What follows belongs to an exercise in optimizing a design on an open flow for small area, a short achievable clock period and few clock cycles per item; a production flow would make more cautious choices. Function was checked by simulation only, so behaviour that the tests miss may differ from the original. No activity file was given, so power comes from the tool's default toggle rates.

Design rgb565_hsl_color_classifier, start of the top module:
module rgb565_hsl_color_classifier (
  input  logic        clk,
  input  logic        rst_n,
  input  logic        start,
  output logic        busy,
  input  logic [15:0] in_pixel,
  output logic        out_valid,
  output logic [7:0]  out_hue,
  output logic [7:0]  out_lightness,
  output logic [7:0]  out_saturation,
  output logic        out_match,
  input  logic        cfg_we,
  input  logic [2:0]  cfg_index,
  input  logic [15:0] cfg_data
);
  logic [15:0] hue_low_r, hue_high_r;
  logic [7:0]  sat_low_r, sat_high_r, light_low_r, light_high_r;
  always_ff @(posedge clk) begin
    if (!rst_n) begin
      hue_low_r    <= 16'd65496;
      hue_high_r   <= 16'd40;
      sat_low_r    <= 8'd90;
      sat_high_r   <= 8'd180;
      light_low_r  <= 8'd0;
      light_high_r <= 8'd80;
    end else if (cfg_we) begin
      case (cfg_index)
        REG_HUE_LOW:    hue_low_r    <= cfg_data;
        REG_HUE_HIGH:   hue_high_r   <= cfg_data;
        REG_SAT_LOW:    sat_low_r    <= cfg_data[7:0];
        REG_SAT_HIGH:   sat_high_r   <= cfg_data[7:0];
        REG_LIGHT_LOW:  light_low_r  <= cfg_data[7:0];
        REG_LIGHT_HIGH: light_high_r <= cfg_data[7:0];
        default: ;
      endcase
    end
  end
  assign busy = 1'b0;
  function automatic logic [16:0] add_mx(input logic [15:0] x, input logic [15:0] y,
                                         input logic ci, input int w);
    logic [15:0] p, pp, gg;
    logic [16:0] r;
    p  = x ^ y;
    gg = x;
    pp = p;
    gg[0] = p[0] ? ci : x[0];
    for (int i = 1; (1 << i) <= 16; i++) begin
      for (int j = (1 << i) - 1; j < w; j = j + (1 << i)) begin
        gg[j] = pp[j] ? gg[j - (1 << (i - 1))] : gg[j];
        pp[j] = pp[j] & pp[j - (1 << (i - 1))];
      end
    end
    for (int i = 4; i > 0; i--) begin
      for (int j = (1 << i) + (1 << (i - 1)) - 1; j < w; j = j + (1 << i)) begin
        gg[j] = pp[j] ? gg[j - (1 << (i - 1))] : gg[j];
        pp[j] = pp[j] & pp[j - (1 << (i - 1))];
      end
    end
    r = '0;
    r[0] = p[0] ^ ci;
    for (int j = 1; j < w; j++) r[j] = p[j] ^ gg[j-1];
    r[w] = gg[w-1];
    add_mx = r;
  endfunction
  function automatic logic ge_mx(input logic [15:0] x, input logic [15:0] y, input int w);
    logic [16:0] r;
    r = add_mx(x, ~y, 1'b1, w);
    ge_mx = r[w];
  endfunction
  logic [5:0] cr, cg, cb;
  ...
Size: roughly 2500 cells after synthesis, roughly 470 flip-flops, about 66 I/O pins, ~0.019 mm^2 of cells after synthesis.
export LEC_CHECK = 0
export ABC_AREA = 1
export CAP_MARGIN = 20
export CORE_MARGIN = 2
export CORE_UTILIZATION = 70
export CTS_CLUSTER_DIAMETER = 80
export CTS_CLUSTER_SIZE = 28
export PLACE_DENSITY = 0.8
export SETUP_SLACK_MARGIN = 3.75
export SLEW_MARGIN = 20
create_clock -name core_clock -period 6.0 [get_ports {clk}]
standard.sh (not shown) runs the stock make flow with config.mk's settings and CLKGATE_MAP_FILE= SYNTH_SCRIPT=/design/flow/synth_recipe.tcl, a recipe that flattens the netlist after the stock synthesis.
==> flow/flow/run.sh <==
#!/bin/bash
set -euo pipefail
bash standard.sh "BUFFER_PORTS_ARGS=-buffer_cell sky130_fd_sc_hd__buf_2" finish > flow_make.log 2>&1
Testbench counts at the start, summed over its fixed seeds: cycles 24,088, pixels 24,000.
Next try:
--- a/flow/config.mk
+++ b/flow/config.mk
@@ -9,8 +9,8 @@
 export CAP_MARGIN = 20
 export CORE_MARGIN = 2
-export CORE_UTILIZATION = 70
+export CORE_UTILIZATION = 40
 export CTS_CLUSTER_DIAMETER = 80
 export CTS_CLUSTER_SIZE = 28
-export PLACE_DENSITY = 0.8
-export SETUP_SLACK_MARGIN = 3.75
+export PLACE_DENSITY = 0.6
+export SETUP_SLACK_MARGIN = 3.6
 export SLEW_MARGIN = 20
=> The new run finished clean; global-route usage is lower by 11 points; via count is lower by 1.0%; die area is higher by 73%; core utilization is lower by 32 points; cell count is higher by 9.7%; total power is higher by 1.3%; critical path depth does not change; maximum frequency is lower by 3.1%; synthesized area stays the same; worst setup slack gets worse by 70 ps.
Next try:
--- a/flow/config.mk
+++ b/flow/config.mk
@@ -9,8 +9,8 @@
 export CAP_MARGIN = 20
 export CORE_MARGIN = 2
-export CORE_UTILIZATION = 40
+export CORE_UTILIZATION = 65
 export CTS_CLUSTER_DIAMETER = 80
 export CTS_CLUSTER_SIZE = 28
-export PLACE_DENSITY = 0.6
-export SETUP_SLACK_MARGIN = 3.6
+export PLACE_DENSITY = 0.75
+export SETUP_SLACK_MARGIN = 3.8
 export SLEW_MARGIN = 20
- wire length shrinks by 3.4%
- maximum frequency climbs by 3.4%
- setup slack improved by 75 ps
- global-route usage climbs by 8.4 points
- clock-buffer cell count went down by 2
- core utilization goes up by 26 points
- total power drops by 0.70%
- non-clock buffer count rises by 2
- cell area falls by 1.2%
- area after synthesis stays the same

-- static timing again, ports no longer ideal --
The flow's constraints put no driver on any port. The routed layouts listed below were extracted and timed again, unchanged, in two steps.
Step 1, drivers: a clkbuf_16 drives clk and a buf_2 each remaining input, both assumed.
Step 2 times the ports against the registers' clock, not the clock port: input delays grow and output delays shrink by t, the midpoint of the rising clock arrivals with the driver on.
Slacks: ideal ports / drivers / drivers and shift; pairs: ideal ports / drivers.
run	shift t [ns]	slack for setup (ns)	worst setup path after step 2	clock arrival spread, ns	pins driven straight from the clock port
the first run	0.573	3.811 / 3.761 / 3.336	input to register	0.020 / 0.020	1
the second run	0.604	3.740 / 3.687 / 3.343	input to register	0.054 / 0.054	1
the third run	0.574	3.815 / 3.765 / 3.361	input to register	0.025 / 0.025	1
After both steps setup and hold are still met in every run listed. For the first run, which loses most, drivers alone change the setup slack by -0.050 ns; drivers and shift together by -0.475 ns.
